This is an optimization exercise on Yosys and OpenROAD, whose aim is small area and a short achievable clock period, not a production implementation.
The RTL was checked by simulation tests, not by an equivalence proof against the original design.
The flow treats the clock pin as an ideal source. Dropping or thinning the clock tree relies on that and would not hold on a real chip.
No activity file was given, so power comes from the tool's default toggle rates.

// kws_preprocess_top
module kws_preprocess_top (
  input  logic                  hclk0,
  input  logic                  hrst_b0,
  input  logic                  hsel,
  input  logic [11:0]           haddr,
  input  logic [1:0]            htrans,
  input  logic                  hwrite,
  input  logic [31:0]           hwdata,
  input  logic                  hready_in,
  output logic [31:0]           hrdata
);
For scale: about 83 I/O pins, roughly 62000 um2 of cells after synthesis.
export LEC_CHECK = 0
export CAP_MARGIN = 20
export CORE_MARGIN = 2
export CORE_UTILIZATION = 66
export SLEW_MARGIN = 20
create_clock -name core_clock -period 10.0 [get_ports {hclk0}]
standard.sh (not shown) runs the stock make flow with config.mk's settings and CLKGATE_MAP_FILE= SYNTH_SCRIPT=/design/flow/synth_recipe.tcl, a recipe that flattens the netlist after the stock synthesis.
==> flow/flow/run.sh <==
#!/bin/bash
# Standard layout with two changes:
#  - the clock tree is built by flow/manual_cts.tcl (sourced as the PRE_CTS_TCL
#    hook; it takes the place of TritonCTS): a balanced two-level tree of
#    clkbuf_16, four roots on the clock port, each driving the leaf buffers of
#    one quarter of the core;
#  - timing repair is aimed below the clock period: repair_timing works on
#    every path with less than SETUP_SLACK_MARGIN slack.
set -euo pipefail
bash standard.sh SETUP_SLACK_MARGIN=7.0 PRE_CTS_TCL="$PWD/flow/manual_cts.tcl" finish > standard_flow.log 2>&1
==> flow/flow/manual_cts.tcl <==
# Hook sourced before clock_tree_synthesis (PRE_CTS_TCL): replaces TritonCTS
# with a two-level clock tree. The clock port drives NROOT root buffers (one
# per region of the core); each root drives the leaf buffers of its region,
# and each leaf buffer drives a cluster of about equal size of nearby flops.
rename clock_tree_synthesis tritoncts_clock_tree_synthesis

proc kws_split {items key n} {
  # split items ({x y ...} lists) into n groups of about equal size by key
  set s [lsort -real -index $key $items]
  set len [llength $s]
  set out {}
  for {set i 0} {$i < $n} {incr i} {
    set a [expr {($i * $len) / $n}]
    set b [expr {(($i + 1) * $len) / $n - 1}]
    lappend out [lrange $s $a $b]
  }
  return $out
}

proc kws_centroid {items} {
  set sx 0.0; set sy 0.0
  foreach it $items { set sx [expr {$sx + [lindex $it 0]}]; set sy [expr {$sy + [lindex $it 1]}] }
  set n [llength $items]
  return [list [expr {int($sx / $n)}] [expr {int($sy / $n)}]]
}

proc clock_tree_synthesis {args} {
  set rx [expr {[info exists ::env(KWS_ROOT_X)] ? $::env(KWS_ROOT_X) : 2}]
  set ry [expr {[info exists ::env(KWS_ROOT_Y)] ? $::env(KWS_ROOT_Y) : 2}]
  set lx [expr {[info exists ::env(KWS_LEAF_X)] ? $::env(KWS_LEAF_X) : 3}]
  set ly [expr {[info exists ::env(KWS_LEAF_Y)] ? $::env(KWS_LEAF_Y) : 5}]
  set root_cell [expr {[info exists ::env(KWS_ROOT_CELL)] ? $::env(KWS_ROOT_CELL) : "sky130_fd_sc_hd__clkbuf_16"}]
  set leaf_cell [expr {[info exists ::env(KWS_LEAF_CELL)] ? $::env(KWS_LEAF_CELL) : "sky130_fd_sc_hd__clkbuf_16"}]
  set db [ord::get_db]
  set block [ord::get_db_block]
  set clk [$block findNet hclk0]
  $clk setSigType CLOCK
  set rmaster [$db findMaster $root_cell]
  set lmaster [$db findMaster $leaf_cell]
  # sinks: every instance pin on the clock net
  set sinks {}
  foreach it [$clk getITerms] {
    set xy [$it getAvgXY]
    if {[lindex $xy 0] == 0} {
      set inst [$it getInst]
      set bb [$inst getBBox]
      set xy [list 1 [expr {([$bb xMin] + [$bb xMax]) / 2}] [expr {([$bb yMin] + [$bb yMax]) / 2}]]
    }
    lappend sinks [list [lindex $xy 1] [lindex $xy 2] $it]
  }
  puts "manual cts: [llength $sinks] sinks, roots ${rx}x${ry}, leaves per root ${lx}x${ly}"
  set r 0; set l 0
  foreach col [kws_split $sinks 0 $rx] {
    foreach region [kws_split $col 1 $ry] {
      set rname "clkroot_$r"
      set rnet [odb::dbNet_create $block "${rname}_net"]
      $rnet setSigType CLOCK
      set leaves {}
      foreach lcol [kws_split $region 0 $lx] {
        foreach cl [kws_split $lcol 1 $ly] {
          if {[llength $cl] == 0} continue
          set c [kws_centroid $cl]
          set lname "clkleaf_$l"
          set linst [odb::dbInst_create $block $lmaster $lname]
          $linst setLocation [lindex $c 0] [lindex $c 1]
          $linst setPlacementStatus PLACED
          set lnet [odb::dbNet_create $block "${lname}_net"]
          $lnet setSigType CLOCK
          foreach s $cl {
            set it [lindex $s 2]
            $it disconnect
            $it connect $lnet
          }
          [$linst findITerm X] connect $lnet
          [$linst findITerm A] connect $rnet
          lappend leaves [list [lindex $c 0] [lindex $c 1]]
          incr l
        }
      }
      set c [kws_centroid $leaves]
      set rinst [odb::dbInst_create $block $rmaster $rname]
      $rinst setLocation [lindex $c 0] [lindex $c 1]
      $rinst setPlacementStatus PLACED
      [$rinst findITerm X] connect $rnet
      [$rinst findITerm A] connect $clk
      incr r
    }
  }
  puts "manual cts: $r roots, $l leaves"
  global_connect
  set_propagated_clock [all_clocks]
}
Edit:
--- a/flow/flow/run.sh
+++ b/flow/flow/run.sh
@@ -8 +8,2 @@
-#    every path with less than SETUP_SLACK_MARGIN slack.
+#    every path with less than SETUP_SLACK_MARGIN slack, resizing and swapping
+#    gates (unbuffer,sizeup,swap,clone) rather than adding buffers.
@@ -10 +11 @@
-bash standard.sh SETUP_SLACK_MARGIN=7.0 PRE_CTS_TCL="$PWD/flow/manual_cts.tcl" finish > standard_flow.log 2>&1
+bash standard.sh SETUP_SLACK_MARGIN=7.1 SETUP_MOVE_SEQUENCE=unbuffer,sizeup,swap,clone PRE_CTS_TCL="$PWD/flow/manual_cts.tcl" finish > standard_flow.log 2>&1
- CORE_UTILIZATION: 66 -> 60
Utilization went down by 5.8 points.
Design area rises by 0.72%.
Cell count rises by 1.3%.
Area after synthesis stays the same.
Hold slack gains 5.1 ps.
Setup slack is worse by 27 ps.
Global-route usage came out lower by 1.6 points.
Total power barely changes.
Sequential share of layout area is lower by 0.48 points.
Edit:
--- a/flow/flow/run.sh
+++ b/flow/flow/run.sh
@@ -8,2 +8 @@
-#    every path with less than SETUP_SLACK_MARGIN slack, resizing and swapping
-#    gates (unbuffer,sizeup,swap,clone) rather than adding buffers.
+#    every path with less than SETUP_SLACK_MARGIN slack.
@@ -11 +10 @@
-bash standard.sh SETUP_SLACK_MARGIN=7.1 SETUP_MOVE_SEQUENCE=unbuffer,sizeup,swap,clone PRE_CTS_TCL="$PWD/flow/manual_cts.tcl" finish > standard_flow.log 2>&1
+bash standard.sh SETUP_SLACK_MARGIN=6.9 PRE_CTS_TCL="$PWD/flow/manual_cts.tcl" finish > standard_flow.log 2>&1
=> Maximum frequency shrinks by 1.4%. Final cell count barely changes. Global-route usage shrinks by 0.56 points. Critical path depth shrinks by 4. Routed wire length shrinks by 3.4%. Setup slack got worse by 43 ps. Flip-flop and latch count is unchanged. Die area stays the same. Design area shrinks by 1.2%. Total power barely changes. Sequential share of layout area grows by 0.78 points.
Edit:
--- a/flow/flow/run.sh
+++ b/flow/flow/run.sh
@@ -10 +10 @@
-bash standard.sh SETUP_SLACK_MARGIN=6.9 PRE_CTS_TCL="$PWD/flow/manual_cts.tcl" finish > standard_flow.log 2>&1
+bash standard.sh SETUP_SLACK_MARGIN=7.0 PRE_CTS_TCL="$PWD/flow/manual_cts.tcl" finish > standard_flow.log 2>&1
--- a/flow/flow/manual_cts.tcl
+++ b/flow/flow/manual_cts.tcl
@@ -19,0 +20,13 @@
+proc kws_kd {items n} {
+  # recursive bisection along the longer side into n groups (n a power of two)
+  if {$n <= 1} { return [list $items] }
+  set xs [lmap it $items {lindex $it 0}]
+  set ys [lmap it $items {lindex $it 1}]
+  set dx [expr {[tcl::mathfunc::max {*}$xs] - [tcl::mathfunc::min {*}$xs]}]
+  set dy [expr {[tcl::mathfunc::max {*}$ys] - [tcl::mathfunc::min {*}$ys]}]
+  set key [expr {$dx >= $dy ? 0 : 1}]
+  set halves [kws_split $items $key 2]
+  set h [expr {$n / 2}]
+  return [concat [kws_kd [lindex $halves 0] $h] [kws_kd [lindex $halves 1] $h]]
+}
+
@@ -28,4 +41,2 @@
-  set rx [expr {[info exists ::env(KWS_ROOT_X)] ? $::env(KWS_ROOT_X) : 2}]
-  set ry [expr {[info exists ::env(KWS_ROOT_Y)] ? $::env(KWS_ROOT_Y) : 2}]
-  set lx [expr {[info exists ::env(KWS_LEAF_X)] ? $::env(KWS_LEAF_X) : 3}]
-  set ly [expr {[info exists ::env(KWS_LEAF_Y)] ? $::env(KWS_LEAF_Y) : 5}]
+  set nroot [expr {[info exists ::env(KWS_ROOTS)] ? $::env(KWS_ROOTS) : 4}]
+  set nleaf [expr {[info exists ::env(KWS_LEAVES)] ? $::env(KWS_LEAVES) : 16}]
@@ -51 +62 @@
-  puts "manual cts: [llength $sinks] sinks, roots ${rx}x${ry}, leaves per root ${lx}x${ly}"
+  puts "manual cts: [llength $sinks] sinks, $nroot roots, $nleaf leaves per root"
@@ -53,2 +64,2 @@
-  foreach col [kws_split $sinks 0 $rx] {
-    foreach region [kws_split $col 1 $ry] {
+  foreach region [kws_kd $sinks $nroot] {
+    if {1} {
@@ -59,2 +70,2 @@
-      foreach lcol [kws_split $region 0 $lx] {
-        foreach cl [kws_split $lcol 1 $ly] {
+      foreach cl [kws_kd $region $nleaf] {
+        if {1} {
Outcome: Wire length rose by about 1.5%. Synthesized cell count is unchanged. Final cell count rose by 0.81%.
Edit:
--- a/flow/flow/manual_cts.tcl
+++ b/flow/flow/manual_cts.tcl
@@ -20,13 +19,0 @@
-proc kws_kd {items n} {
-  # recursive bisection along the longer side into n groups (n a power of two)
-  if {$n <= 1} { return [list $items] }
-  set xs [lmap it $items {lindex $it 0}]
-  set ys [lmap it $items {lindex $it 1}]
-  set dx [expr {[tcl::mathfunc::max {*}$xs] - [tcl::mathfunc::min {*}$xs]}]
-  set dy [expr {[tcl::mathfunc::max {*}$ys] - [tcl::mathfunc::min {*}$ys]}]
-  set key [expr {$dx >= $dy ? 0 : 1}]
-  set halves [kws_split $items $key 2]
-  set h [expr {$n / 2}]
-  return [concat [kws_kd [lindex $halves 0] $h] [kws_kd [lindex $halves 1] $h]]
-}
-
@@ -41,2 +28,4 @@
-  set nroot [expr {[info exists ::env(KWS_ROOTS)] ? $::env(KWS_ROOTS) : 4}]
-  set nleaf [expr {[info exists ::env(KWS_LEAVES)] ? $::env(KWS_LEAVES) : 16}]
+  set rx [expr {[info exists ::env(KWS_ROOT_X)] ? $::env(KWS_ROOT_X) : 2}]
+  set ry [expr {[info exists ::env(KWS_ROOT_Y)] ? $::env(KWS_ROOT_Y) : 2}]
+  set lx [expr {[info exists ::env(KWS_LEAF_X)] ? $::env(KWS_LEAF_X) : 3}]
+  set ly [expr {[info exists ::env(KWS_LEAF_Y)] ? $::env(KWS_LEAF_Y) : 5}]
@@ -62 +51 @@
-  puts "manual cts: [llength $sinks] sinks, $nroot roots, $nleaf leaves per root"
+  puts "manual cts: [llength $sinks] sinks, roots ${rx}x${ry}, leaves per root ${lx}x${ly}"
@@ -64,2 +53,2 @@
-  foreach region [kws_kd $sinks $nroot] {
-    if {1} {
+  foreach col [kws_split $sinks 0 $rx] {
+    foreach region [kws_split $col 1 $ry] {
@@ -70,2 +59,2 @@
-      foreach cl [kws_kd $region $nleaf] {
-        if {1} {
+      foreach lcol [kws_split $region 0 $lx] {
+        foreach cl [kws_split $lcol 1 $ly] {
Result: Utilization is about the same; clock skew went down by 8.3 ps; cell count stays flat; power decreases by 0.81%; clock power shrinks by about 3%; worst setup slack improves by 11 ps; die area stays the same; fmax rose by about 0.35%.
No run of this note takes its clock network from TritonCTS; it comes from the design's own scripts or RTL.

[separate check: timing with driven ports]
In the flow no input, the clock included, has a driving cell. The finished layouts below were timed again as built, in two steps. Step 1 assumes that a clkbuf_16 drives the clock port and a buf_2 every other input. Step 2 also shifts input and output timing later by t, the mid clock arrival at the registers, as if the neighbouring blocks saw the same clock. Slacks: ideal ports / drivers / drivers and shift; pairs: ideal ports / drivers.
| run | t (ns) | setup WS [ns] | hold WS [ns] |
|---|---|---|---|
| the first run | 0.637 | 6.895 / 6.742 / 6.584 | 0.359 / 0.359 / 0.359 |
| the second run | 0.622 | 6.867 / 6.812 / 6.650 | 0.364 / 0.364 / 0.364 |
| the third run | 0.639 | 6.824 / 6.666 / 6.560 | 0.357 / 0.357 / 0.357 |
| the fourth run | 0.660 | 6.903 / 6.744 / 6.646 | 0.360 / 0.360 / 0.360 |
| the fifth run | 0.632 | 6.914 / 6.759 / 6.657 | 0.359 / 0.359 / 0.359 |
After both steps setup and hold are still met in every run listed. The setup slack of the first run, which loses most, moves by -0.153 ns with the drivers and by -0.311 ns with both steps.
